Background: an optimization exercise with open tools, aiming at small area and a short achievable clock period. Do not read the settings as production practice.
RTL that was checked went through simulation tests only; none was proved equivalent to the original.
No activity file was given, so power comes from the tool's default toggle rates.

// fpio_stream_ctrl
module fpio_stream_ctrl #(
  parameter int FIFO_BITS  = 8,
  parameter int DATA_WIDTH = 8,
  parameter int ADDR_BITS  = 4
) (
  input  logic                  clk,
  input  logic                  rstn,
  output logic                  irq,
  input  logic [ADDR_BITS-1:0]  host_addr,
  input  logic                  host_write_en,
  input  logic [31:0]           host_write_data,
  input  logic                  host_read_en,
  output logic [31:0]           host_read_data,
  output logic [DATA_WIDTH-1:0] dat_o_data,
  output logic                  dat_o_valid,
  input  logic                  dat_o_ready,
  input  logic [DATA_WIDTH-1:0] dat_i_data,
  input  logic                  dat_i_valid,
  output logic                  dat_i_ready
);
  localparam int A_TXDATA  = 0;
  localparam int A_TXFREE  = 1;
  localparam int A_RXDATA  = 2;
  localparam int A_RXCOUNT = 3;
  localparam int A_CTRL    = 4;
  localparam int A_DIVISOR = 5;
  localparam int A_STATUS  = 6;
  localparam int A_IRQEN   = 7;
  ...
For scale: about 8,900 cells after synthesis, about 93 I/O pins, roughly 160,000 sq um of cells after synthesis.
clock: 7.5 ns
lec_check: 0
cap_margin: 20
core_margin: 2
core_utilization: 40
cts_buf_list: sky130_fd_sc_hd__clkbuf_8
cts_cluster_size: 30
setup_slack_margin: 3.5
slew_margin: 20
run.sh (not shown) runs the stock make flow with config.mk's settings and CLKGATE_MAP_FILE= SYNTH_SCRIPT=/design/flow/synth_recipe.tcl, a recipe that flattens the netlist after the stock synthesis.
Next try:
CORE_UTILIZATION = 55   (was 40)
CTS_CLUSTER_DIAMETER = 80   (was unset)
CTS_CLUSTER_SIZE = 14   (was 30)
Worst setup slack is worse by 0.037 ns.
Fmax is lower slightly.
Design area is lower by a few percent.
Clock skew is higher by 0.013 ns.
Hold slack is better by 0.055 ns.
No run of this note included a check of the RTL's function; only the layout flow was run.

* * *

Another version of the RTL of fpio_stream_ctrl (not shown whole).
Size in the first run: about 9100 cells after synthesis, roughly 160000 um^2 of cells after synthesis.
Design fpio_stream_ctrl, start of the top module:
module fpio_stream_ctrl #(
  parameter int FIFO_BITS  = 8,
  parameter int DATA_WIDTH = 8,
  parameter int ADDR_BITS  = 4
) (
  input  logic                  clk,
  input  logic                  rstn,
  output logic                  irq,
  input  logic [ADDR_BITS-1:0]  host_addr,
  input  logic                  host_write_en,
  input  logic [31:0]           host_write_data,
  input  logic                  host_read_en,
  output logic [31:0]           host_read_data,
  output logic [DATA_WIDTH-1:0] dat_o_data,
  output logic                  dat_o_valid,
  input  logic                  dat_o_ready,
  input  logic [DATA_WIDTH-1:0] dat_i_data,
  input  logic                  dat_i_valid,
  output logic                  dat_i_ready
);
clock: 7.5 ns
lec_check: 0
cap_margin: 20
core_margin: 2
core_utilization: 62
cts_buf_list: sky130_fd_sc_hd__clkbuf_8
cts_cluster_diameter: 80
cts_cluster_size: 14
setup_slack_margin: 4.0
slew_margin: 20
Then changed:
--- a/flow/config.mk
+++ b/flow/config.mk
@@ -10 +10 @@
-export CORE_UTILIZATION = 62
+export CORE_UTILIZATION = 55
@@ -14 +14 @@
-export SETUP_SLACK_MARGIN = 4.0
+export SETUP_SLACK_MARGIN = 3.5
After rerunning: Cell area came out lower by 0.77%. Hold slack gains 140 ps. Non-clock buffer count goes down by 86. Clock skew decreases by 17 ps. Cell count rises by about 2.3%. Wire length went down by 2.2%. Fmax shrinks by 3.2%. Area after synthesis stays the same. Die area increases by 13%.

* * *

fpio_stream_ctrl, a different RTL version from the one above (not shown whole).
For scale: roughly 4200 flip-flops, roughly 93 I/O pins.
Settings: LEC_CHECK=0, CAP_MARGIN=20, CORE_MARGIN=2, CORE_UTILIZATION=40, SETUP_SLACK_MARGIN=3.0, SLEW_MARGIN=20; clock period 7.5 ns.
Change:
- CTS_BUF_LIST: not set -> sky130_fd_sc_hd__clkbuf_8
- CTS_CLUSTER_SIZE: not set -> 30
=> Sequential power stays flat. Worst setup slack improved by 0.0051 ns. Clock-buffer cell count went up by 153. Global-route usage went up by 0.15 points. Combinational power barely changes. Final cell count went up by about 2.7%. Cell area went down by 0.93%. Hold slack got worse by 0.10 ns. Routed wire length went up by about 0.7%.
No run of this note included a check of the RTL's function; only the layout flow was run.

* * *

RTL: one of the versions met above, not the one the previous note started from.
For scale: about 9,100 cells after synthesis, ~4,300 flip-flops, roughly 93 I/O pins, roughly 160,000 um^2 of cells after synthesis.
Settings: LEC_CHECK=0, CAP_MARGIN=20, CORE_MARGIN=2, CORE_UTILIZATION=62, CTS_BUF_LIST=sky130_fd_sc_hd__clkbuf_16, CTS_CLUSTER_DIAMETER=90, CTS_CLUSTER_SIZE=28, SETUP_SLACK_MARGIN=4.0, SLEW_MARGIN=20; clock period 7.5 ns.
Then changed:
SETUP_SLACK_MARGIN = 3.75   (was 4.0)
Routed wire length came out lower by 2.0%.
Hold slack degrades by 8.7 ps.
Sequential share of layout area is higher by 0.43 points.
Non-clock buffer count falls by 19.

==> what the ideal ports hide <==
How much do the figures lean on ideal ports? The routed layouts below were timed once more, with nothing changed but the port constraints. Step 1, drivers: a clkbuf_16 drives clk and a buf_2 each remaining input, both assumed. Step 2 moves the port delays by t, midway between the first and last clock arrival at a register: inputs arrive t later, outputs are due t later. That takes back most of the time a late clock gives input paths. Slacks: ideal / step 1 / step 2; pairs: ideal / step 1.
run | shift t [ns] | setup WS [ns] | hold slack, ns | worst data-port slew with drivers (ns)
the first run of note 1 | 1.181 | 3.239 / 3.140 / 2.244 | 0.386 / 0.542 / 0.542 | 0.28
the second run of note 1 | 1.209 | 3.203 / 3.209 / 2.066 | 0.441 / 0.377 / 0.525 | 0.13
the first run of note 2 | 1.234 | 3.450 / 3.270 / 2.887 | 0.295 / 0.257 / 0.543 | 0.21
the second run of note 2 | 1.208 | 3.316 / 3.256 / 2.509 | 0.436 / 0.393 / 0.537 | 0.06
the first run of note 3 | 1.060 | 2.776 / 2.776 / 1.916 | 0.527 / 0.519 / 0.527 | 0.08
the second run of note 3 | 1.232 | 2.781 / 2.781 / 1.719 | 0.423 / 0.348 / 0.524 | 0.08
the first run of note 4 | 0.980 | 3.454 / 3.274 / 3.096 | 0.543 / 0.543 / 0.543 | 0.21
the second run of note 4 | 0.968 | 3.477 / 3.283 / 2.886 | 0.535 / 0.535 / 0.535 | 0.21
After both steps every run listed still meets setup and hold. For the second run of note 1, which loses most, drivers alone change the setup slack by +0.006 ns; drivers and shift together by -1.137 ns.
